Context: an optimization exercise on an open-source flow, tuned for small area, a short achievable clock period and few clock cycles. The choices shown serve that exercise and are no tape-out recipe. In this exercise RTL edits were held to simulation tests only and were not proved equivalent to the original. Power figures rest on the tool's default switching activity, not on a simulated workload.

[flow/flow/run.sh]
#!/bin/bash
set -euo pipefail
bash standard.sh synth floorplan place > flow_synth_to_place.log 2>&1
SETUP_SLACK_MARGIN=3.4 TNS_END_PERCENT=20 bash standard.sh finish > flow_cts_to_finish.log 2>&1
[flow/standard.sh]
#!/bin/bash
# synth_recipe.tcl (not shown) runs the flow's synth.tcl, then flattens the netlist and writes it again
# the make line also repeats each setting of config.mk as NAME=value (left out here)
make -C /OpenROAD-flow-scripts/flow DESIGN_CONFIG=/design/flow/config.mk WORK_HOME=/design/flow/orfs CLKGATE_MAP_FILE= SYNTH_SCRIPT=/design/flow/synth_recipe.tcl "${@:-finish}"
[flow/config.mk]
export PLATFORM = sky130hd
export DESIGN_NAME = mips32Top
export DESIGN_NICKNAME = mips32Top
export VERILOG_FILES = /design/flow/design.v
export SDC_FILE = /design/flow/constraint.sdc
export NUM_CORES = 4
export LEC_CHECK = 0
export CAP_MARGIN = 20
export CORE_MARGIN = 2
export CORE_UTILIZATION = 40
export CTS_CLUSTER_DIAMETER = 100
export CTS_CLUSTER_SIZE = 25
export SLEW_MARGIN = 20
[flow/constraint.sdc]
create_clock -name core_clock -period 6.0 [get_ports {clk}]
set_input_delay 1.2000 -clock core_clock [delete_from_list [all_inputs] [get_ports {clk}]]
set_output_delay 1.2000 -clock core_clock [all_outputs]
set_load 0.01 [all_outputs]
[flow/design.v]
package isaPkg;
	typedef struct packed {
		logic [5:0] opcode;
		logic [4:0] rs;
		logic [4:0] rt;
		logic [4:0] rd;
		logic [4:0] shamt;
		logic [5:0] funct;
	} rFormat_t;
	typedef struct packed {
		logic [5:0] opcode;
		logic [4:0] rs;
		logic [4:0] rt;
		logic [15:0] imm16;
	} iFormat_t;
	typedef union packed {
		rFormat_t rFormat;
		iFormat_t iFormat;
	} instWord_t;
	localparam logic [5:0] OP_RTYPE = 6'h00;
	localparam logic [5:0] OP_ADDI = 6'h08;
	localparam logic [5:0] OP_ANDI = 6'h0c;
	localparam logic [5:0] OP_ORI = 6'h0d;
	localparam logic [5:0] OP_LW = 6'h23;
	localparam logic [5:0] OP_SW = 6'h2b;
	localparam logic [5:0] FN_ADD = 6'h20;
	localparam logic [5:0] FN_SUB = 6'h22;
	localparam logic [5:0] FN_AND = 6'h24;
	localparam logic [5:0] FN_OR = 6'h25;
	localparam logic [5:0] FN_SLT = 6'h2a;
endpackage
package pipePkg;
	typedef struct packed {
		logic sub;  
		logic slt;
		logic andOp;
		logic orOp;
	} aluCtl_t;
endpackage
`timescale 1ns/10ps
module registerFile (
	input logic clk,
	input logic rst,
	input logic [4:0] rsAddr,
	input logic [4:0] rtAddr,
	input logic [4:0] wrAddr,
	input logic wrEn,
	input logic [31:0] wrData,
	output logic [31:0] rsData,
	output logic [31:0] rtData
);
	logic [32-1:1][31:0] regs;  
	logic [31:0] wrVal, rsArr, rtArr;
	assign wrVal = rst ? 32'd0 : wrData;
	for (genvar i = 1; i < 32; i++) begin : g_reg
		always_ff @(posedge clk) begin
			if (rst || (wrEn && wrAddr == i))
				regs[i] <= wrVal;
		end
	end
	always_comb begin
		rsArr = '0;
		rtArr = '0;
		for (int i = 1; i < 32; i++) begin
			rsArr |= regs[i] & {32{rsAddr == i}};
			rtArr |= regs[i] & {32{rtAddr == i}};
		end
	end
	assign rsData = (wrEn && wrAddr == rsAddr) ? wrData : rsArr;
	assign rtData = (wrEn && wrAddr == rtAddr) ? wrData : rtArr;
endmodule
`timescale 1ns/10ps
module fetchDecode (
	input isaPkg::instWord_t inst,
	output logic regWe,  
	output logic isLoad,
	output logic isStore,
	output logic useImm,  
	output logic signExt,
	output pipePkg::aluCtl_t aluCtl,
	output logic [4:0] dest
);
	logic writes;
	always_comb begin
		writes = 1'b0;
		isLoad = 1'b0;
		isStore = 1'b0;
		useImm = 1'b1;
		aluCtl = '0;
		signExt = 1'b1;
		dest = inst.iFormat.rt;
		case (inst.rFormat.opcode)
			isaPkg::OP_RTYPE: begin
				useImm = 1'b0;
				dest = inst.rFormat.rd;
				case (inst.rFormat.funct)
					isaPkg::FN_ADD: writes = 1'b1;
					isaPkg::FN_SUB: begin writes = 1'b1; aluCtl.sub = 1'b1; end
					isaPkg::FN_AND: begin writes = 1'b1; aluCtl.andOp = 1'b1; end
					isaPkg::FN_OR: begin writes = 1'b1; aluCtl.orOp = 1'b1; end
					isaPkg::FN_SLT: begin writes = 1'b1; aluCtl.sub = 1'b1; aluCtl.slt = 1'b1; end
					default: ;
				endcase
			end
			isaPkg::OP_ADDI: writes = 1'b1;
			isaPkg::OP_ANDI: begin writes = 1'b1; aluCtl.andOp = 1'b1; signExt = 1'b0; end
			isaPkg::OP_ORI: begin writes = 1'b1; aluCtl.orOp = 1'b1; signExt = 1'b0; end
			isaPkg::OP_LW: begin writes = 1'b1; isLoad = 1'b1; end
			isaPkg::OP_SW: begin isStore = 1'b1; useImm = 1'b0; end
			default: ;
		endcase
	end
	assign regWe = writes && dest != 5'd0;
endmodule
`timescale 1ns/10ps
module prefixAdder #(
	parameter int W = 32,
	parameter int L = 5  
) (
	input logic [W-1:0] a,
	input logic [W-1:0] b,
	input logic cin,
	output logic [W-1:0] sum
);
	logic [L:0][W-1:0] g, p;
	logic [W:0] c;
	assign g[0] = a & b;
	assign p[0] = a ^ b;
	for (genvar l = 1; l <= L; l++) begin : g_lvl
		for (genvar i = 0; i < W; i++) begin : g_bit
			if (i >= (1 << (l - 1))) begin : g_op
				assign g[l][i] = g[l-1][i] | (p[l-1][i] & g[l-1][i - (1 << (l - 1))]);
				assign p[l][i] = p[l-1][i] & p[l-1][i - (1 << (l - 1))];
			end else begin : g_pass
				assign g[l][i] = g[l-1][i];
				assign p[l][i] = p[l-1][i];
			end
		end
	end
	assign c[0] = cin;
	for (genvar i = 0; i < W; i++) begin : g_c
		assign c[i+1] = g[L][i] | (p[L][i] & cin);
	end
	assign sum = p[0] ^ c[W-1:0];
endmodule
module executeStage (
	input logic [31:0] opA,
	input logic [31:0] opB,  
	input pipePkg::aluCtl_t aluCtl,
	output logic [31:0] aluResult,
	output logic lt
);
	logic [31:0] sum;
	prefixAdder #(.W(32)) adder (
		.a (opA), .b (opB), .cin (aluCtl.sub), .sum
	);
	assign lt = (opA[31] ^ !opB[31]) ? opA[31] : sum[31];
	always_comb begin
		if (aluCtl.slt) aluResult = {31'd0, lt};
		else if (aluCtl.andOp) aluResult = opA & opB;
		else if (aluCtl.orOp) aluResult = opA | opB;
		else aluResult = sum;
	end
endmodule
`timescale 1ns/10ps
module dataMemory (
	input logic clk,
	input logic rst,
	input logic wrEn,
	input logic [64-1:0] sel,
	input logic [31:0] wrData,
	output logic [31:0] rdData
);
	logic [64-1:0][31:0] mem;
	logic [31:0] wrVal;
	assign wrVal = rst ? 32'd0 : wrData;
	for (genvar i = 0; i < 64; i++) begin : g_word
		always_ff @(posedge clk) begin
			if (rst || (wrEn && sel[i]))
				mem[i] <= wrVal;
		end
	end
	always_comb begin
		rdData = '0;
		for (int i = 0; i < 64; i++)
			rdData |= mem[i] & {32{sel[i]}};
	end
endmodule
`timescale 1ns/10ps
module mips32Top (
	input logic clk,
	input logic rst,
	input logic [31:0] inst,
	input logic instValid,
	output logic instReady,
	output logic regWrite,
	output logic [4:0] regAddr,
	output logic [31:0] regData,
	output logic memWr,
	output logic [6-1:0] memAddr,
	output logic [31:0] memData
);
	logic rdRegWe, rdLoad, rdStore, rdUseImm, rdSignExt;
	pipePkg::aluCtl_t rdAluCtl;
	logic [4:0] rdDest;
	logic [4:0] rsAddr, rtAddr;
	logic [31:0] rfRsData, rfRtData;
	logic fwd1A, fwd1B, fwd2A, fwd2B;
	logic hold;  
	logic idValid, idRegWe, idLoad, idStore, idUseImm, idSignExt;
	pipePkg::aluCtl_t idAluCtl;
	logic [4:0] idDest, idRs, idRt;
	logic [15:0] idImm;
	logic [7:0] idImmInc;
	logic [31:0] idRsValue, idRtValue;
	logic idFwd1A, idFwd1B, idFwd2A, idFwd2B;
	logic [31:0] idImmExt, idA, idB;
	logic [7:0] addrNear, addrFar, byteAddr;
	logic exRegWe, exLoad, exStore;
	pipePkg::aluCtl_t exAluCtl;
	logic [4:0] exDest;
	logic [31:0] exA, exB;
	logic [64-1:0] exSel;
	logic [6-1:0] exAddr;
	logic [31:0] aluResult, loadData, exResult;
	logic [7:0] csaSum, csaCarry, addrArith, addrLogic;
	logic lt;
	logic wbRegWe;
	logic [4:0] wbDest;
	logic [31:0] wbData;
	logic ready;
	assign instReady = ready;
	fetchDecode fetchDecode (
		.inst,
		.regWe (rdRegWe), .isLoad (rdLoad), .isStore (rdStore), .useImm (rdUseImm),
		.signExt (rdSignExt), .aluCtl (rdAluCtl), .dest (rdDest)
	);
	assign rsAddr = hold ? idRs : inst[25:21];
	assign rtAddr = hold ? idRt : inst[20:16];
	registerFile registerFile (
		.clk, .rst,
		.rsAddr, .rtAddr,
		.wrAddr (wbDest), .wrEn (wbRegWe), .wrData (wbData),
		.rsData (rfRsData), .rtData (rfRtData)
	);
	assign fwd1A = !hold && idRegWe && idDest == rsAddr;
	assign fwd1B = !hold && idRegWe && idDest == rtAddr;
	assign fwd2A = exRegWe && exDest == rsAddr;
	assign fwd2B = exRegWe && exDest == rtAddr;
	always_ff @(posedge clk) begin
		if (rst) begin
			hold <= 1'b0;
			ready <= 1'b1;
			idValid <= 1'b0;
			idRegWe <= 1'b0;
			idLoad <= 1'b0;
			idStore <= 1'b0;
		end else if (!hold) begin
			hold <= instValid && (rdLoad || rdStore) && fwd1A && idLoad;
			ready <= !(instValid && (rdLoad || rdStore) && fwd1A && idLoad);
			idValid <= instValid;
			idRegWe <= instValid && rdRegWe;
			idLoad <= instValid && rdLoad;
			idStore <= instValid && rdStore;
		end else begin
			hold <= 1'b0;
			ready <= 1'b1;
		end
	end
	always_ff @(posedge clk) begin
		if (!hold) begin
			idUseImm <= rdUseImm;
			idSignExt <= rdSignExt;
			idAluCtl <= rdAluCtl;
			idDest <= rdDest;
			idRs <= inst[25:21];
			idRt <= inst[20:16];
			idImm <= inst[15:0];
			idImmInc <= inst[7:0] + 8'd1;
		end
		idRsValue <= rfRsData;
		idRtValue <= rfRtData;
		idFwd1A <= fwd1A;
		idFwd1B <= fwd1B;
		idFwd2A <= fwd2A;
		idFwd2B <= fwd2B;
	end
	assign idImmExt = {{16{idSignExt && idImm[15]}}, idImm};
	assign idA = idFwd2A ? wbData : idRsValue;
	assign idB = idFwd2B ? wbData : idRtValue;
	prefixAdder #(.W(8), .L(3)) addNear (.a (idA[7:0]), .b (idImm[7:0]), .cin (1'b0), .sum (addrNear));
	always_ff @(posedge clk) begin
		if (rst) begin
			exRegWe <= 1'b0;
			exStore <= 1'b0;
		end else begin
			exRegWe <= idRegWe && !hold;
			exStore <= idStore && !hold;
		end
	end
	always_ff @(posedge clk) begin
		exLoad <= idLoad;
		exAluCtl <= idAluCtl;
		exDest <= idDest;
		exA <= idFwd1A ? exResult : idA;
		exB <= (idUseImm ? idImmExt : idFwd1B ? exResult : idB) ^ {32{idAluCtl.sub}};
	end
	assign csaSum = exA[7:0] ^ exB[7:0] ^ idImm[7:0];
	assign csaCarry = {(exA[6:0] & exB[6:0]) | (exA[6:0] & idImm[6:0]) | (exB[6:0] & idImm[6:0]),
		exAluCtl.sub};
	prefixAdder #(.W(8), .L(3)) addArith (.a (csaSum), .b (csaCarry), .cin (1'b0), .sum (addrArith));
	prefixAdder #(.W(8), .L(3)) addLogic (
		.a (exAluCtl.andOp ? (exA[7:0] & exB[7:0]) : (exA[7:0] | exB[7:0])),
		.b (idImm[7:0]), .cin (1'b0), .sum (addrLogic)
	);
	assign addrFar = exAluCtl.slt ? (lt ? idImmInc : idImm[7:0]) :
		(exAluCtl.andOp || exAluCtl.orOp) ? addrLogic : addrArith;
	assign byteAddr = idFwd1A ? addrFar : addrNear;
	always_ff @(posedge clk) begin
		exAddr <= byteAddr[7:2];
		for (int i = 0; i < 64; i++)
			exSel[i] <= byteAddr[7:2] == i;
	end
	executeStage executeStage (
		.opA (exA), .opB (exB), .aluCtl (exAluCtl), .aluResult, .lt
	);
	dataMemory dataMemory (
		.clk, .rst,
		.wrEn (exStore), .sel (exSel), .wrData (exB),
		.rdData (loadData)
	);
	assign exResult = exLoad ? loadData : aluResult;
	always_ff @(posedge clk) begin
		if (rst) begin
			regWrite <= 1'b0;
			wbRegWe <= 1'b0;
			memWr <= 1'b0;
		end else begin
			regWrite <= exRegWe;
			wbRegWe <= exRegWe;
			memWr <= exStore;
		end
	end
	always_ff @(posedge clk) begin
		regAddr <= exDest;
		regData <= exResult;
		wbDest <= exDest;
		wbData <= exResult;
		memAddr <= exAddr;
		memData <= exB;
	end
endmodule
==> results of run 1 <==
flip-flops by register name, indices dropped and copies added, names as in the netlist, 4 cells and up:
register / cells
dataMemory.mem: 2048
registerFile.regs: 992
exSel: 64
exA: 32
exB: 32
idRsValue: 32
idRtValue: 32
memData: 32
wbData: 32
idImm: 16
exAddr: 6
idImmInc: 6
memAddr: 6
exDest: 5
idDest: 5
idRs: 5
idRt: 5
wbDest: 5
exAluCtl: 4
idAluCtl: 4
final cells by class:
type / count / area (um^2) / area share (%)
Sequential cell: 3379 / 98900 / 62.4
Multi-Input combinational cell: 4003 / 34500 / 21.8
Timing Repair Buffer: 1252 / 14200 / 8.97
Tap cell: 4325 / 5410 / 3.42
Clock buffer: 220 / 4370 / 2.76
Inverter: 134 / 598 / 0.378
Clock inverter: 16 / 218 / 0.137
Antenna cell: 53 / 133 / 0.0838
Timing Repair inverter: 5 / 52.6 / 0.0332
stage by stage:
step	hold WS (ps)	power [mW]	util [%]	area [um^2]
2_1_floorplan	310	34.5	-	130000
4_1_cts	292	54.0	46.9	152000
6_report	285	56.0	48.9	158000
5_1_grt	299	56.7	48.9	158000
3_3_place_gp	322	40.0	43.3	140000
3_5_place_dp	318	40.1	43.3	140000
routing by layer:
layer	up-vias	wire (um)	global-route usage [%]
met5	-	818	0.244
met3	3817	113000	15.1
li1	35300	-	-
met1	49000	197000	43.4
met2	12000	270000	54.7
met4	56	69700	28.3
timing repair:
item / in CTS / in global routing
endpoints found under the setup margin: 1827 / 1341
gates cloned: 23 / 24
resized for setup: 1114 / 807
pin swaps: 173 / 410
setup buffers: 337 / 264
hold endpoints to repair: 0 / 0
critical path: stages, from the launching register on:
cell                        delay (ps)
sky130_fd_sc_hd__dfxtp_2           350
sky130_fd_sc_hd__inv_2              50
sky130_fd_sc_hd__ha_4              290
sky130_fd_sc_hd__nand4_1           110
sky130_fd_sc_hd__buf_6             140
sky130_fd_sc_hd__buf_12            120
sky130_fd_sc_hd__nor4_4            250
sky130_fd_sc_hd__a32oi_4           160
sky130_fd_sc_hd__a21o_1            240
sky130_fd_sc_hd__a31oi_2           240
sky130_fd_sc_hd__o21a_1            150
sky130_fd_sc_hd__o21ai_2            60
sky130_fd_sc_hd__nand2_1            90
sky130_fd_sc_hd__fa_2              220
sky130_fd_sc_hd__buf_12            150
sky130_fd_sc_hd__mux2i_2           200
sky130_fd_sc_hd__o22ai_1           110
sky130_fd_sc_hd__nor2_1            150
sky130_fd_sc_hd__o21ai_2            90
sky130_fd_sc_hd__nor3b_4           250
sky130_fd_sc_hd__buf_8             220
sky130_fd_sc_hd__clkbuf_16         200
sky130_fd_sc_hd__nor3_2             60
synth_stat cells, types with 9 or more instances:
library cell,instances
sky130_fd_sc_hd__a211oi_1,29
sky130_fd_sc_hd__a21o_1,20
sky130_fd_sc_hd__a21oi_1,148
sky130_fd_sc_hd__a221oi_1,556
sky130_fd_sc_hd__a222oi_1,78
sky130_fd_sc_hd__a22o_1,539
sky130_fd_sc_hd__a22oi_1,805
sky130_fd_sc_hd__and3_1,10
sky130_fd_sc_hd__buf_1,80
sky130_fd_sc_hd__buf_2,92
sky130_fd_sc_hd__clkbuf_1,329
sky130_fd_sc_hd__dfxtp_1,306
sky130_fd_sc_hd__edfxtp_1,3073
sky130_fd_sc_hd__fa_1,9
sky130_fd_sc_hd__ha_1,82
sky130_fd_sc_hd__inv_1,125
sky130_fd_sc_hd__mux2_2,16
sky130_fd_sc_hd__mux2i_1,66
sky130_fd_sc_hd__nand2_1,249
sky130_fd_sc_hd__nand2b_1,17
sky130_fd_sc_hd__nand3_1,174
sky130_fd_sc_hd__nand4_1,279
sky130_fd_sc_hd__nor2_1,256
sky130_fd_sc_hd__nor2b_1,55
sky130_fd_sc_hd__nor3_1,173
sky130_fd_sc_hd__nor4_1,39
sky130_fd_sc_hd__o211ai_1,14
sky130_fd_sc_hd__o21a_1,9
sky130_fd_sc_hd__o21ai_0,80
sky130_fd_sc_hd__o21ai_1,11
sky130_fd_sc_hd__o22ai_1,13
sky130_fd_sc_hd__o31ai_1,14
sky130_fd_sc_hd__o41ai_1,10
sky130_fd_sc_hd__or4_1,12
sky130_fd_sc_hd__xnor2_1,63
sky130_fd_sc_hd__xor2_1,32
logic make-up after synthesis:
| family | after synthesis | synth area share [%] |
|---|---|---|
| buf+inv | 640 | 1.97 |
| simple gates | 1305 | 5.05 |
| mux | 89 | 0.721 |
| fa+ha+maj | 91 | 0.929 |
| compound gates | 2417 | 14.9 |
| xor+xnor | 95 | 0.641 |
| flops | 3379 | 75.8 |
path summary, 6_finish.rpt:
path | slack, ps | cells after the start | endpoint
setup / recovery | 1940 | 22 | exSel[50]
hold / removal | 290 | 0 | memData[11]
setup reg to reg | 1940 | 22 | exSel[50]
hold reg to reg | 290 | 0 | memData[11]
power by group through the flow:
| stage | combinational, mW | clock, mW | sequential [mW] |
|---|---|---|---|
| after floorplan | 3.98 | 0 | 30.5 |
| after global placement | 8.45 | 0 | 31.5 |
| after detailed placement | 8.51 | 0 | 31.5 |
| after CTS | 10.4 | 12.7 | 30.9 |
| after global routing | 12.0 | 13.5 | 31.2 |
| final | 12.0 | 12.9 | 31.1 |
==> results.rst, run 1 <==
.. list-table::
   :header-rows: 1

   * - Metric
     - Value
   * - Mapped Avg Cell Area
     - 16.2 um^2
   * - Max FO, Critical Path
     - 8
   * - Data required time at the worst endpoint
     - 6820 ps
   * - Data arrival at the endpoint of the critical path
     - 4880 ps
   * - Number of instances in the synthesized netlist
     - 8016
   * - Combinational cell fraction of total power
     - 21.4%
   * - Prevailing post-synth register cell
     - sky130_fd_sc_hd__edfxtp_1
   * - Timing-limited maximum frequency
     - 246 MHz
   * - Number of input and output port buffers inserted
     - 112
   * - Fraction of layout cells with a size suffix above 1
     - 27.0%
   * - R2R Path Start
     - exB[8]
   * - Net switching component of the power
     - 17.8 mW
   * - Setup repair after global routing missed its margin
     - true
   * - Clock input transition at the sequential cells of the worst setup and hold paths
     - 100 ps
   * - Switching share of total power
     - 31.7%
   * - Post-detailed-route count of antenna-violating nets
     - 0
   * - H-Tree Depth
     - 4
   * - Part of the total power dissipated in the clock network
     - 23.0%
   * - Internal
     - 38.2 mW
   * - Worst hold path startpoint
     - exB[11]
   * - Non-filler instance count after layout
     - 13400
   * - Max Transition Viols Final
     - 0
   * - Die Ht
     - 574 um
   * - Ports
     - 113
   * - Path type of the worst min-delay path
     - reg -> reg
   * - Last weighted congestion value of the routability-driven placer
     - 0.973
   * - Width of the die
     - 574 um
   * - Antenna violations before repair
     - 58
   * - Largest area contributor in the netlist
     - sky130_fd_sc_hd__edfxtp_1
   * - Count of endpoints failing setup in the final report
     - 0
   * - Static Leak
     - 54.4 nW
   * - Root Driver
     - sky130_fd_sc_hd__clkbuf_16
   * - Clock tree from TritonCTS
     - built
   * - Inserted Clock Buffers
     - 164
   * - Library cells used by synthesis
     - 94
   * - Proportion of netlist area held by the largest area contributor
     - 71.1%
   * - Total via count in the routed design
     - 100000
   * - Post-route minimum period
     - 4060 ps
   * - Routed wire length
     - 651 mm
   * - Fillers
     - 26800
   * - Most common library cell in the layout ignoring fill and taps
     - sky130_fd_sc_hd__edfxtp_1
   * - Placed wire-length estimate after detailed placement
     - 350 mm
   * - Number of buffers between clock root and the deepest sink
     - 4
   * - Number of DRC violations after detailed-routing iteration 0
     - 23300
   * - CTS Hold Buffers Added
     - 0
   * - Worst setup skew after layout
     - 99.3 ps
   * - Wire length per cell after detailed routing
     - 48.6 um
   * - Async SR Flop Fraction
     - 0%
   * - Worst ir drop on vdd
     - 277 uV
   * - Effective utilization at floorplan
     - 40.1%
   * - Outcome
     - timing/DRC/antenna clean
   * - Number of global-route vias before repair
     - 89600
   * - Number of storage elements in the synthesis netlist
     - 3379
   * - Hold Violations, Final
     - 0
   * - Number of remaining DRC errors
     - 0
   * - Clock net sink count
     - 3379
   * - Worst slew margin relative to its limit
     - 18.1%
   * - Worst setup EP type
     - flip-flop
   * - Combined area of all synthesized cells
     - 130000 um^2
   * - Portion of total power attributed to sequential cells
     - 55.6%
   * - Warnings, synthesis
     - 5
   * - FP Rows
     - 209
   * - Count of max-cap constraint violations
     - 0
   * - EDFF count, synth
     - 3073
   * - Net count of the finished layout
     - 9065
   * - Tcrit/Tclk final
     - 67.7%
   * - Overflow left after global routing
     - 0
   * - Largest net degree at the start of global routing
     - 66
   * - Final worst slack
     - 1940 ps
   * - Die ar.
     - 329000 um^2
   * - Area Overhead vs Synth
     - 22.0%
   * - Clock latency on the worst-skew pair
     - 960 ps
   * - Sum Neg Setup Slack
     - 0 ps
   * - Post-placement worst setup slack
     - 846 ps
   * - Startpoint-to-endpoint class of the critical path
     - reg -> reg
   * - Vias per cell
     - 7.48
   * - Length of the first detailed-routing pass in iterations
     - 17
   * - Number of instances in the placed design
     - 12400
   * - Pwr/cell area
     - 354 nW/um^2
   * - Most area-consuming cells after synthesis
     - sky130_fd_sc_hd__edfxtp_1, sky130_fd_sc_hd__dfxtp_1, sky130_fd_sc_hd__a22oi_1
   * - Start point of the critical path
     - exB[8]
   * - Sequential cell area fraction in the yosys report
     - 75.8%
   * - Core ar.
     - 323000 um^2
   * - Sort of element at the start of the critical path
     - flip-flop
   * - Overall fraction of global-route tracks in use
     - 37.2%
   * - Global-route wire length before repair
     - 824 mm
   * - Commonest non-fill, non-tap cells in the layout
     - sky130_fd_sc_hd__edfxtp_1, sky130_fd_sc_hd__a22oi_1, sky130_fd_sc_hd__buf_4
   * - Slew of the pin with the lowest slew margin
     - 1230 ps
Testbench counts, summed over its fixed seeds: cycles 16,074.
==> run 2: changes to the inputs <==
--- a/flow/design.v
+++ b/flow/design.v
@@ -211,7 +211,6 @@
 	pipePkg::aluCtl_t idAluCtl;
 	logic [4:0] idDest, idRs, idRt;
 	logic [15:0] idImm;
-	logic [7:0] idImmInc;
 	logic [31:0] idRsValue, idRtValue;
 	logic idFwd1A, idFwd1B, idFwd2A, idFwd2B;
 	logic [31:0] idImmExt, idA, idB;
@@ -256,8 +255,8 @@
 			idLoad <= 1'b0;
 			idStore <= 1'b0;
 		end else if (!hold) begin
-			hold <= instValid && (rdLoad || rdStore) && fwd1A && idLoad;
-			ready <= !(instValid && (rdLoad || rdStore) && fwd1A && idLoad);
+			hold <= instValid && (rdLoad || rdStore) && fwd1A && (idLoad || idAluCtl.slt);
+			ready <= !(instValid && (rdLoad || rdStore) && fwd1A && (idLoad || idAluCtl.slt));
 			idValid <= instValid;
 			idRegWe <= instValid && rdRegWe;
 			idLoad <= instValid && rdLoad;
@@ -276,7 +275,6 @@
 			idRs <= inst[25:21];
 			idRt <= inst[20:16];
 			idImm <= inst[15:0];
-			idImmInc <= inst[7:0] + 8'd1;
 		end
 		idRsValue <= rfRsData;
 		idRtValue <= rfRtData;
@@ -313,8 +311,7 @@
 		.a (exAluCtl.andOp ? (exA[7:0] & exB[7:0]) : (exA[7:0] | exB[7:0])),
 		.b (idImm[7:0]), .cin (1'b0), .sum (addrLogic)
 	);
-	assign addrFar = exAluCtl.slt ? (lt ? idImmInc : idImm[7:0]) :
-		(exAluCtl.andOp || exAluCtl.orOp) ? addrLogic : addrArith;
+	assign addrFar = (exAluCtl.andOp || exAluCtl.orOp) ? addrLogic : addrArith;
 	assign byteAddr = idFwd1A ? addrFar : addrNear;
 	always_ff @(posedge clk) begin
 		exAddr <= byteAddr[7:2];
==> flow/flow/run.sh (replaced) <==
#!/bin/bash
# The standard ORFS layout in two parts.
# 2. Clock tree, routing and finish, with timing repair aiming past the clock period; the repair
#    before placement, without wire estimates, is not given the margin.
set -euo pipefail
ADDER_MAP_FILE= bash standard.sh synth floorplan place > flow_synth_to_place.log 2>&1
SETUP_SLACK_MARGIN=2.6 TNS_END_PERCENT=100 bash standard.sh finish > flow_cts_to_finish.log 2>&1
==> run 2 against run 1 <==
  * Non-clock buffer count down 418
  * Synthesized area down 0.21%
  * Worst hold slack improved by 49 ps
  * Clock power hardly changed
  * Cell count decreased by 2.6%
  * Critical path type unchanged
  * Critical endpoint is now exSel[15]
  * Largest cell class unchanged
  * Largest power group unchanged
==> results.rst, run 2 <==
.. list-table::
   :header-rows: 1

   * - Metric
     - Value
   * - Max Transition Viols Final
     - 0 (unchanged)
   * - Inserted Clock Buffers
     - 162 (-1.2%)
   * - Clock input transition at the sequential cells of the worst setup and hold paths
     - 110 ps (about the same)
   * - Library cells used by synthesis
     - 97 (+3.2%)
   * - H-Tree Depth
     - 4 (unchanged)
   * - Data required time at the worst endpoint
     - 6850 ps (+30 ps)
   * - Path type of the worst min-delay path
     - reg -> reg
   * - Number of storage elements in the synthesis netlist
     - 3373 (-0.18%)
   * - Overflow left after global routing
     - 0 (unchanged)
   * - Routed wire length
     - 647 mm (-0.61%)
   * - Setup repair after global routing missed its margin
     - true
   * - Async SR Flop Fraction
     - 0% (unchanged)
   * - Net count of the finished layout
     - 8603 (-5.1%)
   * - Pwr/cell area
     - 352 nW/um^2 (-0.36%)
   * - Area Overhead vs Synth
     - 15.6%
   * - Data arrival at the endpoint of the critical path
     - 4580 ps (-300 ps)
   * - EDFF count, synth
     - 3067 (-0.20%)
   * - Overall fraction of global-route tracks in use
     - 37.9% (+0.74 points)
   * - Sort of element at the start of the critical path
     - flip-flop
   * - Largest register FFs
     - 2048 (unchanged)
   * - Worst slew margin relative to its limit
     - 12.4% (-5.8 points)
   * - Width of the die
     - 573 um (-0.10%)
   * - Root Driver
     - sky130_fd_sc_hd__clkbuf_16
   * - Most flop-heavy register
     - dataMemory.mem
   * - Effective utilization at floorplan
     - 40.3% (+0.14 points)
   * - Prevailing post-synth register cell
     - sky130_fd_sc_hd__edfxtp_1
   * - Top-count cell post-synth
     - sky130_fd_sc_hd__edfxtp_1
   * - Number of remaining DRC errors
     - 0 (unchanged)
   * - Largest net degree at the start of global routing
     - 65 (-1.5%)
   * - Number of global-route vias before repair
     - 88000 (-1.8%)
   * - Count of max-cap constraint violations
     - 0 (unchanged)
   * - Core ar.
     - 322000 um^2 (-0.56%)
   * - Worst ir drop on vdd
     - 240 uV (-13%)
   * - Tcrit/Tclk final
     - 62.2% (-5.5 points)
   * - Number of input and output port buffers inserted
     - 112 (unchanged)
   * - Timing-limited maximum frequency
     - 268 MHz (+8.9%)
   * - Sum Neg Setup Slack
     - 0 ps (unchanged)
   * - Largest registers
     - dataMemory.mem (2048), registerFile.regs (992), exSel (64)
   * - Hold Violations, Final
     - 0 (unchanged)
   * - Static Leak
     - 50.3 nW (-7.4%)
   * - Wire length per cell after detailed routing
     - 49.6 um (+2.1%)
   * - Last weighted congestion value of the routability-driven placer
     - 1.00 (+2.7%)
   * - Global-route wire length before repair
     - 836 mm (+1.4%)
   * - Largest area contributor in the netlist
     - sky130_fd_sc_hd__edfxtp_1
   * - Number of instances in the synthesized netlist
     - 8109 (+1.2%)
   * - Antenna violations before repair
     - 61 (+5.2%)
   * - Sequential cell area fraction in the yosys report
     - 75.8% (about the same)
   * - Length of the first detailed-routing pass in iterations
     - 13 (-4)
   * - Clock net sink count
     - 3373 (-0.18%)
   * - Number of DRC violations after detailed-routing iteration 0
     - 24200 (+4.0%)
   * - Proportion of netlist area held by the largest area contributor
     - 71.1% (about the same)
   * - Die Ht
     - 573 um (-0.10%)
   * - CTS Hold Buffers Added
     - 0 (unchanged)
   * - Die ar.
     - 328000 um^2 (-0.21%)
   * - Post-layout power
     - 52.8 mW (-5.8%)
   * - Post-route minimum period
     - 3730 ps (-333 ps)
   * - FP Rows
     - 208 (-0.48%)
   * - Count of endpoints failing setup in the final report
     - 0 (unchanged)
   * - Placed wire-length estimate after detailed placement
     - 377 mm (+7.7%)
   * - Worst setup EP type
     - flip-flop
   * - Most common library cell in the layout ignoring fill and taps
     - sky130_fd_sc_hd__edfxtp_1
   * - Most frequent cells after synthesis
     - sky130_fd_sc_hd__edfxtp_1, sky130_fd_sc_hd__a22oi_1, sky130_fd_sc_hd__a221oi_1
   * - Ports
     - 113 (unchanged)
   * - Number of buffers between clock root and the deepest sink
     - 4 (unchanged)
   * - Total via count in the routed design
     - 98400 (-1.7%)
   * - Combined area of all synthesized cells
     - 130000 um^2 (-0.21%)
   * - Slew of the pin with the lowest slew margin
     - 1310 ps (+86.6 ps)
   * - Post-detailed-route count of antenna-violating nets
     - 0 (unchanged)
   * - Vias per cell
     - 7.55 (+0.95%)
   * - Worst setup skew after layout
     - 88.3 ps (-11.0 ps)
   * - Mapped Avg Cell Area
     - 16.0 um^2 (-1.4%)
   * - Clock tree from TritonCTS
     - built
   * - Startpoint-to-endpoint class of the critical path
     - reg -> reg
   * - Max FO, Critical Path
     - 9 (+1)
   * - Fraction of layout cells with a size suffix above 1
     - 18.3% (-8.8 points)
   * - Outcome
     - timing/DRC/antenna clean
   * - Most area-consuming cells after synthesis
     - sky130_fd_sc_hd__edfxtp_1, sky130_fd_sc_hd__dfxtp_1, sky130_fd_sc_hd__a221oi_1
   * - Clock latency on the worst-skew pair
     - 950 ps (about the same)
   * - Warnings, synthesis
     - 5 (unchanged)
   * - Commonest non-fill, non-tap cells in the layout
     - sky130_fd_sc_hd__edfxtp_1, sky130_fd_sc_hd__a22oi_1, sky130_fd_sc_hd__a22o_1
run 2: layout make-up:
type	count	area (um^2)
clock inverter	25	373
timing repair buffer	834	8510
antenna	54	135
multi-input combinational	4132	32200
sequential	3373	98500
inverter	65	273
clock buffer	245	4390
tap	4305	5390
fill	27600	172000
run 2: what timing repair did:
action,CTS,global route
buffers inserted,151,64
gates cloned,2,1
endpoints found under the setup margin,229,170
pin swaps,87,81
resized for setup,353,222
run 2: worst paths after layout:
kind              from  slack (ps)         end  cells after the start
max             exB[1]        2270   exSel[15]                     12
max reg2reg     exB[1]        2270   exSel[15]                     12
min reg2reg  exAddr[2]         330  memAddr[2]                      0
min          exAddr[2]         330  memAddr[2]                      0
run 2: stage by stage:
stage               hold slack [ps]  std cells  util [%]  setup WS, ps  area (um^2)
detailed placement              314      12500      43.6           877       140000
CTS                             336      12900      46.0          2400       148000
floorplan                       310       8109         -          1250       130000
finish                          334      13000      46.6          2270       150000
global placement                311      12500      43.6           915       140000
global route                    341      13000      46.5          2150       150000
run 2: where the power goes:
part	total, mW	internal, mW	switching, mW	leakage [nW]
Combinational	9.30	2.66	6.64	14.1
Clock	13.0	5.29	7.70	2.27
Sequential	30.5	28.4	2.04	34.0
Total	52.8	36.4	16.4	50.3
run 2: worst max-delay path: stages, from the launching register on:
cell,delay [ps]
sky130_fd_sc_hd__dfxtp_4,390
sky130_fd_sc_hd__xor3_2,460
sky130_fd_sc_hd__o21ba_4,270
sky130_fd_sc_hd__or2_1,270
sky130_fd_sc_hd__nand2_1,110
sky130_fd_sc_hd__o21ai_1,90
sky130_fd_sc_hd__nand2_1,80
sky130_fd_sc_hd__o211ai_1,100
sky130_fd_sc_hd__a21oi_1,190
sky130_fd_sc_hd__xnor2_1,170
sky130_fd_sc_hd__a221o_2,560
sky130_fd_sc_hd__nand3_1,650
sky130_fd_sc_hd__nor2_1,260
run 2: metal layers:
| metal | track usage, % | wire length (um) |
|---|---|---|
| met5 | 0.203 | 402 |
| met3 | 15.9 | 116000 |
| met4 | 24.4 | 55000 |
| met1 | 48.9 | 217000 |
| met2 | 52.1 | 258000 |
run 2: cells by family after synthesis:
logic type,Yosys count,share of synthesized area (%)
DFF,3373,75.8
AOI/OAI and AO/OA,2512,15.5
and+or+nand+nor,1413,5.40
buffers and inverters,606,1.79
xor gates and xnor gates,106,0.740
muxes,75,0.598
adders and majority gates,24,0.185
Testbench counts of run 2, summed over its fixed seeds: cycles 16,129.
==> run 3: changes to the inputs <==
--- a/flow/design.v
+++ b/flow/design.v
@@ -113,6 +113,25 @@
 	assign regWe = writes && dest != 5'd0;
 endmodule
 `timescale 1ns/10ps
+module pgCombine (
+	input logic gHi,
+	input logic pHi,
+	input logic gLo,
+	input logic pLo,
+	output logic g,
+	output logic p
+);
+	assign g = gHi | (pHi & gLo);
+	assign p = pHi & pLo;
+endmodule
+module gCombine (
+	input logic gHi,
+	input logic pHi,
+	input logic gLo,
+	output logic g
+);
+	assign g = gHi | (pHi & gLo);
+endmodule
 module prefixAdder #(
 	parameter int W = 32,
 	parameter int L = 5  
@@ -123,25 +142,32 @@
 	output logic [W-1:0] sum
 );
 	logic [L:0][W-1:0] g, p;
-	logic [W:0] c;
-	assign g[0] = a & b;
-	assign p[0] = a ^ b;
+	logic [W-1:0] c;
+	assign g[0] = {a[W-1:1] & b[W-1:1], (a[0] & b[0]) | ((a[0] | b[0]) & cin)};
+	assign p[0] = a | b;
 	for (genvar l = 1; l <= L; l++) begin : g_lvl
 		for (genvar i = 0; i < W; i++) begin : g_bit
-			if (i >= (1 << (l - 1))) begin : g_op
-				assign g[l][i] = g[l-1][i] | (p[l-1][i] & g[l-1][i - (1 << (l - 1))]);
-				assign p[l][i] = p[l-1][i] & p[l-1][i - (1 << (l - 1))];
+			if (i >= (1 << (l - 1)) && l < L) begin : g_op
+				pgCombine node (
+					.gHi (g[l-1][i]), .pHi (p[l-1][i]),
+					.gLo (g[l-1][i - (1 << (l - 1))]), .pLo (p[l-1][i - (1 << (l - 1))]),
+					.g (g[l][i]), .p (p[l][i])
+				);
+			end else if (i >= (1 << (l - 1))) begin : g_last
+				gCombine node (
+					.gHi (g[l-1][i]), .pHi (p[l-1][i]),
+					.gLo (g[l-1][i - (1 << (l - 1))]),
+					.g (g[l][i])
+				);
+				assign p[l][i] = 1'b0;
 			end else begin : g_pass
 				assign g[l][i] = g[l-1][i];
 				assign p[l][i] = p[l-1][i];
 			end
 		end
 	end
-	assign c[0] = cin;
-	for (genvar i = 0; i < W; i++) begin : g_c
-		assign c[i+1] = g[L][i] | (p[L][i] & cin);
-	end
-	assign sum = p[0] ^ c[W-1:0];
+	assign c = {g[L][W-2:0], cin};
+	assign sum = a ^ b ^ c;
 endmodule
 module executeStage (
 	input logic [31:0] opA,
@@ -156,10 +182,10 @@
 	);
 	assign lt = (opA[31] ^ !opB[31]) ? opA[31] : sum[31];
 	always_comb begin
-		if (aluCtl.slt) aluResult = {31'd0, lt};
+		if (!(aluCtl.slt || aluCtl.andOp || aluCtl.orOp)) aluResult = sum;
+		else if (aluCtl.slt) aluResult = {31'd0, lt};
 		else if (aluCtl.andOp) aluResult = opA & opB;
-		else if (aluCtl.orOp) aluResult = opA | opB;
-		else aluResult = sum;
+		else aluResult = opA | opB;
 	end
 endmodule
 `timescale 1ns/10ps
@@ -300,8 +326,12 @@
 		exLoad <= idLoad;
 		exAluCtl <= idAluCtl;
 		exDest <= idDest;
-		exA <= idFwd1A ? exResult : idA;
-		exB <= (idUseImm ? idImmExt : idFwd1B ? exResult : idB) ^ {32{idAluCtl.sub}};
+		if (idFwd1A && exLoad) exA <= loadData;
+		else if (idFwd1A) exA <= aluResult;
+		else exA <= idA;
+		if (idFwd1B && !idUseImm && exLoad) exB <= loadData ^ {32{idAluCtl.sub}};
+		else if (idFwd1B && !idUseImm) exB <= aluResult ^ {32{idAluCtl.sub}};
+		else exB <= (idUseImm ? idImmExt : idB) ^ {32{idAluCtl.sub}};
 	end
 	assign csaSum = exA[7:0] ^ exB[7:0] ^ idImm[7:0];
 	assign csaCarry = {(exA[6:0] & exB[6:0]) | (exA[6:0] & idImm[6:0]) | (exB[6:0] & idImm[6:0]),
--- a/flow/config.mk
+++ b/flow/config.mk
@@ -11,3 +11,5 @@
 export CTS_CLUSTER_DIAMETER = 100
 export CTS_CLUSTER_SIZE = 25
 export SLEW_MARGIN = 20
+export SYNTH_HIERARCHICAL = 1
+export SYNTH_MINIMUM_KEEP_SIZE = 0
==> run 3 against run 2 <==
  * Still clean on timing, DRC and antenna
  * First-iteration DRC count decreased by 34%
  * Clock skew rose by 17 ps
  * Clock power is essentially flat
  * Count of clock-buffer cells in the layout up 14
  * Die area rose by 3.5%
  * Via count is 7.1% lower
  * Sequential power increased by 3%
  * Maximum frequency fell by 1.3%
  * Setup slack worse by 49 ps
  * Utilization decreased by 0.87 points
  * Critical path depth shrank 3
  * Register-to-register slack got worse by 50 ps
  * Highest routed layer unchanged
==> results.rst, run 3 <==
.. list-table::
   :header-rows: 1

   * - Metric
     - Value
   * - Commonest non-fill, non-tap cells in the layout
     - sky130_fd_sc_hd__edfxtp_1, sky130_fd_sc_hd__buf_4, sky130_fd_sc_hd__a22o_1
   * - Overall fraction of global-route tracks in use
     - 33.6% (-4.3 points)
   * - R2R Path Start
     - exSel[35]
   * - Start point of the critical path
     - exSel[35]
   * - Portion of total power attributed to sequential cells
     - 53.7% (-4.1 points)
   * - Count of max-cap constraint violations
     - 0 (unchanged)
   * - Worst setup skew after layout
     - 106 ps (+17.4 ps)
   * - Cell seen most often among critical-path stages
     - sky130_fd_sc_hd__mux2_4
   * - Path type of the worst min-delay path
     - reg -> reg
   * - Routed wire length
     - 587 mm (-9.2%)
   * - Count of endpoints failing setup in the final report
     - 0 (unchanged)
   * - GR Layer Usage met1
     - 41.8% (-7.1 points)
   * - Post-detailed-route count of antenna-violating nets
     - 0 (unchanged)
   * - Data arrival at the endpoint of the critical path
     - 4560 ps (-20 ps)
   * - Overflow left after global routing
     - 0 (unchanged)
   * - Startpoint-to-endpoint class of the critical path
     - reg -> reg
   * - GR peak layer
     - met2
   * - Most flop-heavy register
     - dataMemory.mem
   * - Global-route wire length before repair
     - 776 mm (-7.1%)
   * - Number of buffers between clock root and the deepest sink
     - 4 (unchanged)
   * - Timing-limited maximum frequency
     - 265 MHz (-1.3%)
   * - CP Buf/Inv Count
     - 1 (+1)
   * - Worst ir drop on vdd
     - 242 uV (+0.80%)
   * - Die Ht
     - 583 um (+1.7%)
   * - Vias per cell
     - 6.85 (-9.3%)
   * - Static Leak
     - 53.0 nW (+5.4%)
   * - Finished Core Util
     - 45.7% (-0.87 points)
   * - Pwr/cell area
     - 384 nW/um^2 (+8.9%)
   * - Hold Violations, Final
     - 0 (unchanged)
   * - Max FO, Critical Path
     - 9 (unchanged)
   * - Number of DRC violations after detailed-routing iteration 0
     - 15900 (-34%)
   * - CP max stage cell
     - sky130_fd_sc_hd__or4_4
   * - Slew of the pin with the lowest slew margin
     - 1300 ps (-13.5 ps)
   * - Net count of the finished layout
     - 8849 (+2.9%)
   * - Mapped Avg Cell Area
     - 16.1 um^2 (+0.58%)
   * - Sort of element at the start of the critical path
     - flip-flop
   * - Sum Neg Setup Slack
     - 0 ps (unchanged)
   * - Root Driver
     - sky130_fd_sc_hd__clkbuf_16
   * - Ports
     - 113 (unchanged)
   * - Post-layout power
     - 58.5 mW (+11%)
   * - Switching share of total power
     - 33.4% (+2.3 points)
   * - Last weighted congestion value of the routability-driven placer
     - 1.10 (+9.8%)
   * - H-Tree Depth
     - 4 (unchanged)
   * - Most common library cell in the layout ignoring fill and taps
     - sky130_fd_sc_hd__edfxtp_1
   * - Part of the total power dissipated in the clock network
     - 22.8% (-1.8 points)
   * - Antenna violations before repair
     - 50 (-18%)
   * - Max Transition Viols Final
     - 0 (unchanged)
   * - Worst setup EP type
     - flip-flop
   * - Number of input and output port buffers inserted
     - 112 (unchanged)
   * - Largest register FFs
     - 2048 (unchanged)
   * - Number of instances in the synthesized netlist
     - 8348 (+2.9%)
   * - Data required time at the worst endpoint
     - 6780 ps (-70 ps)
   * - Post-route minimum period
     - 3780 ps (+49.0 ps)
   * - Combinational cell fraction of total power
     - 23.4% (+5.8 points)
   * - Number of remaining DRC errors
     - 0 (unchanged)
   * - Wire length per cell after detailed routing
     - 44.0 um (-11%)
   * - Setup repair after global routing missed its margin
     - true
   * - Combined area of all synthesized cells
     - 134000 um^2 (+3.5%)
   * - Placed wire-length estimate after detailed placement
     - 380 mm (+0.77%)
   * - Largest net degree at the start of global routing
     - 65 (unchanged)
   * - Width of the die
     - 583 um (+1.7%)
   * - Warnings, synthesis
     - 11 (+6)
   * - Area Overhead vs Synth
     - 13.6%
   * - Clock tree from TritonCTS
     - built
   * - Cell type group with the largest total delay on the critical path
     - simple AND/OR/NAND/NOR gates
   * - Tcrit/Tclk final
     - 63.0% (+0.82 points)
   * - CTS Hold Buffers Added
     - 0 (unchanged)
   * - Die ar.
     - 340000 um^2 (+3.5%)
   * - Outcome
     - timing/DRC/antenna clean
   * - Core ar.
     - 334000 um^2 (+3.7%)
   * - Inserted Clock Buffers
     - 167 (+3.1%)
   * - Internal
     - 39.0 mW (+7.1%)
   * - Worst hold path startpoint
     - exAddr[3]
   * - Worst slew margin relative to its limit
     - 13.3% (+0.90 points)
   * - Max stage delay on crit path
     - 910 ps (+260 ps)
   * - Clock latency on the worst-skew pair
     - 950 ps (about the same)
   * - Cell-by-cell listing of the critical path
     - buf_16 -> a22o_1 -> a221oi_2 -> nand4_1 -> or4_4 -> mux2_4 -> mux2_4 -> mux2i_2 -> xnor2_1
   * - Clock input transition at the sequential cells of the worst setup and hold paths
     - 100 ps (about the same)
   * - Effective utilization at floorplan
     - 40.2% (-0.073 points)
   * - Global routing usage on met2
     - 50.2% (-1.9 points)
   * - Length of the first detailed-routing pass in iterations
     - 8 (-5)
   * - Total via count in the routed design
     - 91400 (-7.1%)
   * - FP Rows
     - 212 (+1.9%)
   * - Clock net sink count
     - 3373 (unchanged)
   * - Fraction of layout cells with a size suffix above 1
     - 18.7% (+0.43 points)
   * - Net switching component of the power
     - 19.5 mW (+19%)
   * - Largest registers
     - dataMemory.mem (2048), registerFile.regs (992), exSel (64)
   * - Met3 layer usage reported by global route
     - 10.6% (-5.3 points)
   * - Number of global-route vias before repair
     - 85800 (-2.5%)
## run 3: layout make-up
type                       count  area [um^2]
fill                       28800       181000
sequential                  3373        98400
multi-input combinational   4380        35100
timing repair buffer         866         8150
tap                         4387         5490
clock buffer                 259         4570
clock inverter                35          513
inverter                      26          239
antenna                       24         60.1
## run 3: final timing paths
kind,end,slack (ps),depth (start not counted)
setup / recovery,exB[14],2220,9
hold / removal,memAddr[3],350,0
setup reg to reg,exB[14],2220,9
hold reg to reg,memAddr[3],350,0
## run 3: power by group through the flow
| stage | sequential, mW | combinational [mW] | clock [mW] |
|---|---|---|---|
| finish | 31.4 | 13.7 | 13.3 |
| global route | 31.5 | 13.8 | 14.2 |
| CTS | 31.2 | 13.0 | 13.4 |
| detailed placement | 31.7 | 11.7 | 0 |
| global placement | 31.7 | 11.7 | 0 |
| floorplan | 30.4 | 5.58 | 0 |
## run 3: worst register-to-register path, delay by kind of cell (launching register included)
| kind | cells | cell delay (ps) |
|---|---|---|
| and+or+nand+nor | 2 | 1710 |
| xor gates and xnor gates | 1 | 80 |
| buffers and inverters | 1 | 180 |
| muxes | 3 | 810 |
| AOI/OAI and AO/OA | 2 | 410 |
| DFF | 1 | 410 |
## run 3: per-stage QoR
step | hold WS, ps | instance area (um^2) | setup slack (ps) | instances
after floorplan | 310 | 134000 | 1250 | 8350
after global routing | 358 | 152000 | 2350 | 13300
after detailed placement | 315 | 143000 | 876 | 12800
after CTS | 346 | 151000 | 2380 | 13300
final | 347 | 152000 | 2220 | 13400
after global placement | 316 | 143000 | 906 | 12800
## run 3: what timing repair did
action | CTS | global route
setup endpoints to repair | 243 | 151
pin swaps | 116 | 78
gates resized for setup | 368 | 157
gates cloned | 4 | 3
setup buffers | 132 | 55
## run 3: metal layers
layer / routed length (um) / part of all wire, % / vias up
li1: - / - / 35200
met1: 211000 / 36 / 47100
met2: 254000 / 43 / 7198
met3: 71100 / 12 / 1924
met4: 50600 / 8.6 / 36
met5: 305 / 0.052 / -
Testbench counts of run 3, summed over its fixed seeds: cycles 16,129.
==> run 4: changes to the inputs <==
--- a/flow/design.v
+++ b/flow/design.v
@@ -139,7 +139,8 @@
 	input logic [W-1:0] a,
 	input logic [W-1:0] b,
 	input logic cin,
-	output logic [W-1:0] sum
+	output logic [W-1:0] sum,
+	output logic cTop  
 );
 	logic [L:0][W-1:0] g, p;
 	logic [W-1:0] c;
@@ -168,19 +169,21 @@
 	end
 	assign c = {g[L][W-2:0], cin};
 	assign sum = a ^ b ^ c;
+	assign cTop = c[W-1];
 endmodule
 module executeStage (
 	input logic [31:0] opA,
-	input logic [31:0] opB,  
+	input logic [31:0] opB,
 	input pipePkg::aluCtl_t aluCtl,
-	output logic [31:0] aluResult,
-	output logic lt
+	output logic [31:0] aluResult
 );
-	logic [31:0] sum;
+	logic [31:0] opBx, sum;
+	logic lt, cTop;
+	assign opBx = opB ^ {32{aluCtl.sub}};
 	prefixAdder #(.W(32)) adder (
-		.a (opA), .b (opB), .cin (aluCtl.sub), .sum
+		.a (opA), .b (opBx), .cin (aluCtl.sub), .sum, .cTop
 	);
-	assign lt = (opA[31] ^ !opB[31]) ? opA[31] : sum[31];
+	assign lt = (opA[31] ^ opB[31]) ? opA[31] : !cTop;
 	always_comb begin
 		if (!(aluCtl.slt || aluCtl.andOp || aluCtl.orOp)) aluResult = sum;
 		else if (aluCtl.slt) aluResult = {31'd0, lt};
@@ -206,10 +209,27 @@
 				mem[i] <= wrVal;
 		end
 	end
+	logic [7:0][31:0] groupData;
+	for (genvar gi = 0; gi < 8; gi++) begin : g_grp
+		readGroup8 grp (
+			.sel (sel[gi*8 +: 8]), .words (mem[gi*8 +: 8]), .data (groupData[gi])
+		);
+	end
 	always_comb begin
 		rdData = '0;
-		for (int i = 0; i < 64; i++)
-			rdData |= mem[i] & {32{sel[i]}};
+		for (int i = 0; i < 8; i++)
+			rdData |= groupData[i];
+	end
+endmodule
+module readGroup8 (
+	input logic [7:0] sel,
+	input logic [7:0][31:0] words,
+	output logic [31:0] data
+);
+	always_comb begin
+		data = '0;
+		for (int i = 0; i < 8; i++)
+			data |= words[i] & {32{sel[i]}};
 	end
 endmodule
 `timescale 1ns/10ps
@@ -239,7 +259,8 @@
 	logic [15:0] idImm;
 	logic [31:0] idRsValue, idRtValue;
 	logic idFwd1A, idFwd1B, idFwd2A, idFwd2B;
-	logic [31:0] idImmExt, idA, idB;
+	logic [31:0] idImmExt, idA, idB, exANext, exBNext;
+	logic fwdLoadA, fwdAluA, fwdLoadB, fwdAluB;
 	logic [7:0] addrNear, addrFar, byteAddr;
 	logic exRegWe, exLoad, exStore;
 	pipePkg::aluCtl_t exAluCtl;
@@ -248,8 +269,7 @@
 	logic [64-1:0] exSel;
 	logic [6-1:0] exAddr;
 	logic [31:0] aluResult, loadData, exResult;
-	logic [7:0] csaSum, csaCarry, addrArith, addrLogic;
-	logic lt;
+	logic [7:0] bx, csaSum, csaCarry, addrArith, addrLogic;
 	logic wbRegWe;
 	logic [4:0] wbDest;
 	logic [31:0] wbData;
@@ -312,7 +332,21 @@
 	assign idImmExt = {{16{idSignExt && idImm[15]}}, idImm};
 	assign idA = idFwd2A ? wbData : idRsValue;
 	assign idB = idFwd2B ? wbData : idRtValue;
-	prefixAdder #(.W(8), .L(3)) addNear (.a (idA[7:0]), .b (idImm[7:0]), .cin (1'b0), .sum (addrNear));
+	prefixAdder #(.W(8), .L(3)) addNear (
+		.a (idA[7:0]), .b (idImm[7:0]), .cin (1'b0), .sum (addrNear), .cTop ()
+	);
+	assign fwdLoadA = idFwd1A && exLoad;
+	assign fwdAluA = idFwd1A && !exLoad;
+	assign fwdLoadB = idFwd1B && !idUseImm && exLoad;
+	assign fwdAluB = idFwd1B && !idUseImm && !exLoad;
+	fwdSelect selA (
+		.k1 (fwdLoadA), .d1 (loadData), .k2 (fwdAluA), .d2 (aluResult),
+		.k3 (!idFwd1A), .d3 (idA), .y (exANext)
+	);
+	fwdSelect selB (
+		.k1 (fwdLoadB), .d1 (loadData), .k2 (fwdAluB), .d2 (aluResult),
+		.k3 (!(idFwd1B && !idUseImm)), .d3 (idUseImm ? idImmExt : idB), .y (exBNext)
+	);
 	always_ff @(posedge clk) begin
 		if (rst) begin
 			exRegWe <= 1'b0;
@@ -326,20 +360,19 @@
 		exLoad <= idLoad;
 		exAluCtl <= idAluCtl;
 		exDest <= idDest;
-		if (idFwd1A && exLoad) exA <= loadData;
-		else if (idFwd1A) exA <= aluResult;
-		else exA <= idA;
-		if (idFwd1B && !idUseImm && exLoad) exB <= loadData ^ {32{idAluCtl.sub}};
-		else if (idFwd1B && !idUseImm) exB <= aluResult ^ {32{idAluCtl.sub}};
-		else exB <= (idUseImm ? idImmExt : idB) ^ {32{idAluCtl.sub}};
+		exA <= exANext;
+		exB <= exBNext;
 	end
-	assign csaSum = exA[7:0] ^ exB[7:0] ^ idImm[7:0];
-	assign csaCarry = {(exA[6:0] & exB[6:0]) | (exA[6:0] & idImm[6:0]) | (exB[6:0] & idImm[6:0]),
+	assign bx = exB[7:0] ^ {8{exAluCtl.sub}};
+	assign csaSum = exA[7:0] ^ bx ^ idImm[7:0];
+	assign csaCarry = {(exA[6:0] & bx[6:0]) | (exA[6:0] & idImm[6:0]) | (bx[6:0] & idImm[6:0]),
 		exAluCtl.sub};
-	prefixAdder #(.W(8), .L(3)) addArith (.a (csaSum), .b (csaCarry), .cin (1'b0), .sum (addrArith));
+	prefixAdder #(.W(8), .L(3)) addArith (
+		.a (csaSum), .b (csaCarry), .cin (1'b0), .sum (addrArith), .cTop ()
+	);
 	prefixAdder #(.W(8), .L(3)) addLogic (
 		.a (exAluCtl.andOp ? (exA[7:0] & exB[7:0]) : (exA[7:0] | exB[7:0])),
-		.b (idImm[7:0]), .cin (1'b0), .sum (addrLogic)
+		.b (idImm[7:0]), .cin (1'b0), .sum (addrLogic), .cTop ()
 	);
 	assign addrFar = (exAluCtl.andOp || exAluCtl.orOp) ? addrLogic : addrArith;
 	assign byteAddr = idFwd1A ? addrFar : addrNear;
@@ -349,14 +382,17 @@
 			exSel[i] <= byteAddr[7:2] == i;
 	end
 	executeStage executeStage (
-		.opA (exA), .opB (exB), .aluCtl (exAluCtl), .aluResult, .lt
+		.opA (exA), .opB (exB), .aluCtl (exAluCtl), .aluResult
 	);
 	dataMemory dataMemory (
 		.clk, .rst,
 		.wrEn (exStore), .sel (exSel), .wrData (exB),
 		.rdData (loadData)
 	);
-	assign exResult = exLoad ? loadData : aluResult;
+	fwdSelect selResult (
+		.k1 (exLoad), .d1 (loadData), .k2 (!exLoad), .d2 (aluResult),
+		.k3 (1'b0), .d3 (32'd0), .y (exResult)
+	);
 	always_ff @(posedge clk) begin
 		if (rst) begin
 			regWrite <= 1'b0;
@@ -377,3 +413,14 @@
 		memData <= exB;
 	end
 endmodule
+module fwdSelect (
+	input logic k1,
+	input logic [31:0] d1,
+	input logic k2,
+	input logic [31:0] d2,
+	input logic k3,
+	input logic [31:0] d3,
+	output logic [31:0] y
+);
+	assign y = ({32{k1}} & d1) | ({32{k2}} & d2) | ({32{k3}} & d3);
+endmodule
==> run 4 against run 3 <==
  * Setup slack improved by 290 ps
  * Still clean
  * Clock power about the same
  * Maximum frequency increased by 8.5%
  * Clock skew decreased by 25 ps
  * Sequential share of layout area increased by 0.080 points
  * Critical path depth increased by 1
  * Synthesized area decreased by 0.13%
  * Utilization decreased by 0.062 points
  * Count of clock-buffer cells in the layout decreased by 8
  * Non-clock buffer count decreased by 22
==> results.rst, run 4 <==
.. list-table::
   :header-rows: 1

   * - Metric
     - Value
   * - CTS Hold Buffers Added
     - 0 (unchanged)
   * - Data arrival at the endpoint of the critical path
     - 4360 ps (-200 ps)
   * - Sort of element at the start of the critical path
     - primary input
   * - Worst ir drop on vdd
     - 250 uV (+3.5%)
   * - Number of buffers between clock root and the deepest sink
     - 4 (unchanged)
   * - Worst hold path startpoint
     - idAluCtl[1]
   * - Post-detailed-route count of antenna-violating nets
     - 0 (unchanged)
   * - Placed wire-length estimate after detailed placement
     - 371 mm (-2.3%)
   * - Effective utilization at floorplan
     - 40.2% (about the same)
   * - Die Ht
     - 583 um (about the same)
   * - Fillers
     - 28900 (+0.21%)
   * - Post-route minimum period
     - 3480 ps (-295 ps)
   * - Max FO, Critical Path
     - 7 (-2)
   * - Number of DRC violations after detailed-routing iteration 0
     - 16400 (+3.2%)
   * - Most flop-heavy register
     - dataMemory.mem
   * - Count of max-cap constraint violations
     - 0 (unchanged)
   * - R2R Path Start
     - exAluCtl[3]
   * - Routed wire length
     - 585 mm (-0.35%)
   * - Clock net sink count
     - 3373 (unchanged)
   * - Clock latency on the worst-skew pair
     - 960 ps (about the same)
   * - Area Overhead vs Synth
     - 13.6% (about the same)
   * - Overflow left after global routing
     - 0 (unchanged)
   * - Mapped Avg Cell Area
     - 15.6 um^2 (-2.7%)
   * - Overall fraction of global-route tracks in use
     - 33.3% (-0.30 points)
   * - Post-layout power
     - 57.1 mW (-2.4%)
   * - Clock input transition at the sequential cells of the worst setup and hold paths
     - 100 ps (about the same)
   * - Combined area of all synthesized cells
     - 134000 um^2 (-0.13%)
   * - Worst Hold Path Cells
     - 0 (unchanged)
   * - Static Leak
     - 53.0 nW (about the same)
   * - Warnings, synthesis
     - 12 (+1)
   * - Path type of the worst min-delay path
     - reg -> reg
   * - Fraction of layout cells with a size suffix above 1
     - 16.0% (-2.7 points)
   * - Length of the first detailed-routing pass in iterations
     - 14 (+6)
   * - Number of instances in the synthesized netlist
     - 8567 (+2.6%)
   * - Timing-limited maximum frequency
     - 287 MHz (+8.5%)
   * - H-Tree Depth
     - 4 (unchanged)
   * - Most common library cell in the layout ignoring fill and taps
     - sky130_fd_sc_hd__edfxtp_1
   * - Ports
     - 113 (unchanged)
   * - Core ar.
     - 333000 um^2 (about the same)
   * - Global-route wire length before repair
     - 772 mm (-0.47%)
   * - Number of instances in the placed design
     - 13100 (+2.3%)
   * - Sum Neg Setup Slack
     - 0 ps (unchanged)
   * - Number of input and output port buffers inserted
     - 112 (unchanged)
   * - Clock tree from TritonCTS
     - built
   * - Root Driver
     - sky130_fd_sc_hd__clkbuf_16
   * - Setup repair after global routing missed its margin
     - true
   * - Data required time at the worst endpoint
     - 6880 ps (+100 ps)
   * - Antenna violations before repair
     - 49 (-2.0%)
   * - Number of global-route vias before repair
     - 86700 (+1.1%)
   * - Die ar.
     - 340000 um^2 (-0.13%)
   * - Startpoint-to-endpoint class of the critical path
     - in -> reg
   * - Number of remaining DRC errors
     - 0 (unchanged)
   * - Non-filler instance count after layout
     - 13600 (+2.2%)
   * - Outcome
     - timing/DRC/antenna clean
   * - Largest register FFs
     - 2048 (unchanged)
   * - Slew of the pin with the lowest slew margin
     - 1360 ps (+60.5 ps)
   * - Hold Violations, Final
     - 0 (unchanged)
   * - Worst hold slack across all endpoints
     - 356 ps (+8.88 ps)
   * - Inserted Clock Buffers
     - 167 (unchanged)
   * - Largest net degree at the start of global routing
     - 66 (+1.5%)
   * - Commonest non-fill, non-tap cells in the layout
     - sky130_fd_sc_hd__edfxtp_1, sky130_fd_sc_hd__a22oi_1, sky130_fd_sc_hd__buf_4
   * - Count of endpoints failing setup in the final report
     - 0 (unchanged)
   * - Last weighted congestion value of the routability-driven placer
     - 1.03 (-6.4%)
   * - Worst slew margin relative to its limit
     - 8.89% (-4.4 points)
   * - Total via count in the routed design
     - 93200 (+2.0%)
   * - Worst setup skew after layout
     - 80.5 ps (-25.1 ps)
   * - Start point of the critical path
     - inst[22]
   * - Wire length per cell after detailed routing
     - 42.9 um (-2.5%)
   * - Vias per cell
     - 6.83 (-0.24%)
   * - Largest registers
     - dataMemory.mem (2048), registerFile.regs (992), exSel (64)
   * - Tcrit/Tclk final
     - 58.1% (-4.9 points)
   * - Width of the die
     - 583 um (about the same)
   * - Pwr/cell area
     - 375 nW/um^2 (-2.2%)
   * - Net count of the finished layout
     - 9136 (+3.2%)
   * - Cell count of the worst reg-to-reg path
     - 15 (+6)
   * - FP Rows
     - 212 (unchanged)
   * - Worst setup EP type
     - flip-flop
   * - Max Transition Viols Final
     - 0 (unchanged)
==> run 4: metrics by stage <==
step | utilization [%] | instance area, um^2 | setup WS (ps)
after floorplan | - | 134000 | 1250
after global placement | 43.0 | 143000 | 293
after detailed placement | 43.0 | 143000 | 726
after CTS | 45.3 | 151000 | 2380
after global routing | 45.6 | 152000 | 2450
final | 45.6 | 152000 | 2520
==> run 4: what timing repair did <==
action	in CTS	in global routing
endpoints found under the setup margin	277	191
gates resized for setup	214	152
cloned	8	4
pin swaps	49	70
buffers inserted	126	57
==> run 4: cell type report <==
| cell class | instances | area, um^2 | area share, % |
|---|---|---|---|
| repair inverters | 2 | 17.5 | 0.0115 |
| repair buffers | 844 | 7900 | 5.19 |
| clock inverters | 46 | 592 | 0.389 |
| flip-flops and latches | 3373 | 98300 | 64.6 |
| multi-input cells | 4597 | 34700 | 22.8 |
| diodes | 31 | 77.6 | 0.0510 |
| well taps | 4387 | 5490 | 3.61 |
| clock buffers | 251 | 4560 | 3.00 |
| inverters | 116 | 559 | 0.368 |
==> run 4: path summary, 6_finish.rpt <==
check                  endpoint  slack, ps
setup / recovery  idRsValue[21]       2520
hold / removal      exAluCtl[1]        360
setup reg to reg      exSel[29]       2530
hold reg to reg     exAluCtl[1]        360
==> run 4: power breakdown <==
part           leakage, nW  switching [mW]  internal (mW)
clock network         2.46            7.79           5.60
logic                 16.7            8.92           3.79
registers             33.8            2.22           28.8
==> run 4: metal layers <==
metal | global-route usage, % | wire (um)
met5 | 0 | 105
met3 | 8.30 | 67200
met2 | 51.2 | 261000
met1 | 42.2 | 210000
met4 | 21.2 | 47500
==> run 4: worst max-delay path: stages <==
cell,delay (ps)
sky130_fd_sc_hd__clkdlybuf4s50_1,460
sky130_fd_sc_hd__mux2_4,380
sky130_fd_sc_hd__nand2b_2,270
sky130_fd_sc_hd__buf_8,210
sky130_fd_sc_hd__nor2_1,1030
sky130_fd_sc_hd__a32oi_1,290
sky130_fd_sc_hd__nand4_1,150
sky130_fd_sc_hd__nor3_1,70
sky130_fd_sc_hd__a21oi_1,170
sky130_fd_sc_hd__buf_4,120
Testbench counts of run 4, summed over its fixed seeds: cycles 16,129.

## port drivers added, routing unchanged
No port has a modelled driver above. Below, the same layouts with a new extraction and two added sets of constraints. Step 1 sets driving cells, clkbuf_16 on the clock port and buf_2 on the other inputs (assumed; they add their load-dependent delay and slew). Step 2 times the ports against the registers' clock, not the clock port: input delays grow and output delays shrink by t, the midpoint of the rising clock arrivals with the driver on. Three values: ideal ports, drivers, drivers and shift; two values: the first two.
| run | shift t [ns] | setup WS [ns] | slew at the worst register clock pin (ns) |
|---|---|---|---|
| run 1 | 1.026 | 1.938 / 1.938 / 1.924 | 0.11 / 0.11 |
| run 2 | 1.005 | 2.271 / 2.249 / 1.493 | 0.11 / 0.11 |
| run 3 | 1.011 | 2.222 / 2.222 / 1.541 | 0.12 / 0.12 |
| run 4 | 1.047 | 2.517 / 2.475 / 1.566 | 0.11 / 0.11 |
After both steps every run listed still meets setup and hold. For run 4, which loses most, drivers alone change the setup slack by -0.042 ns; drivers and shift together by -0.951 ns.
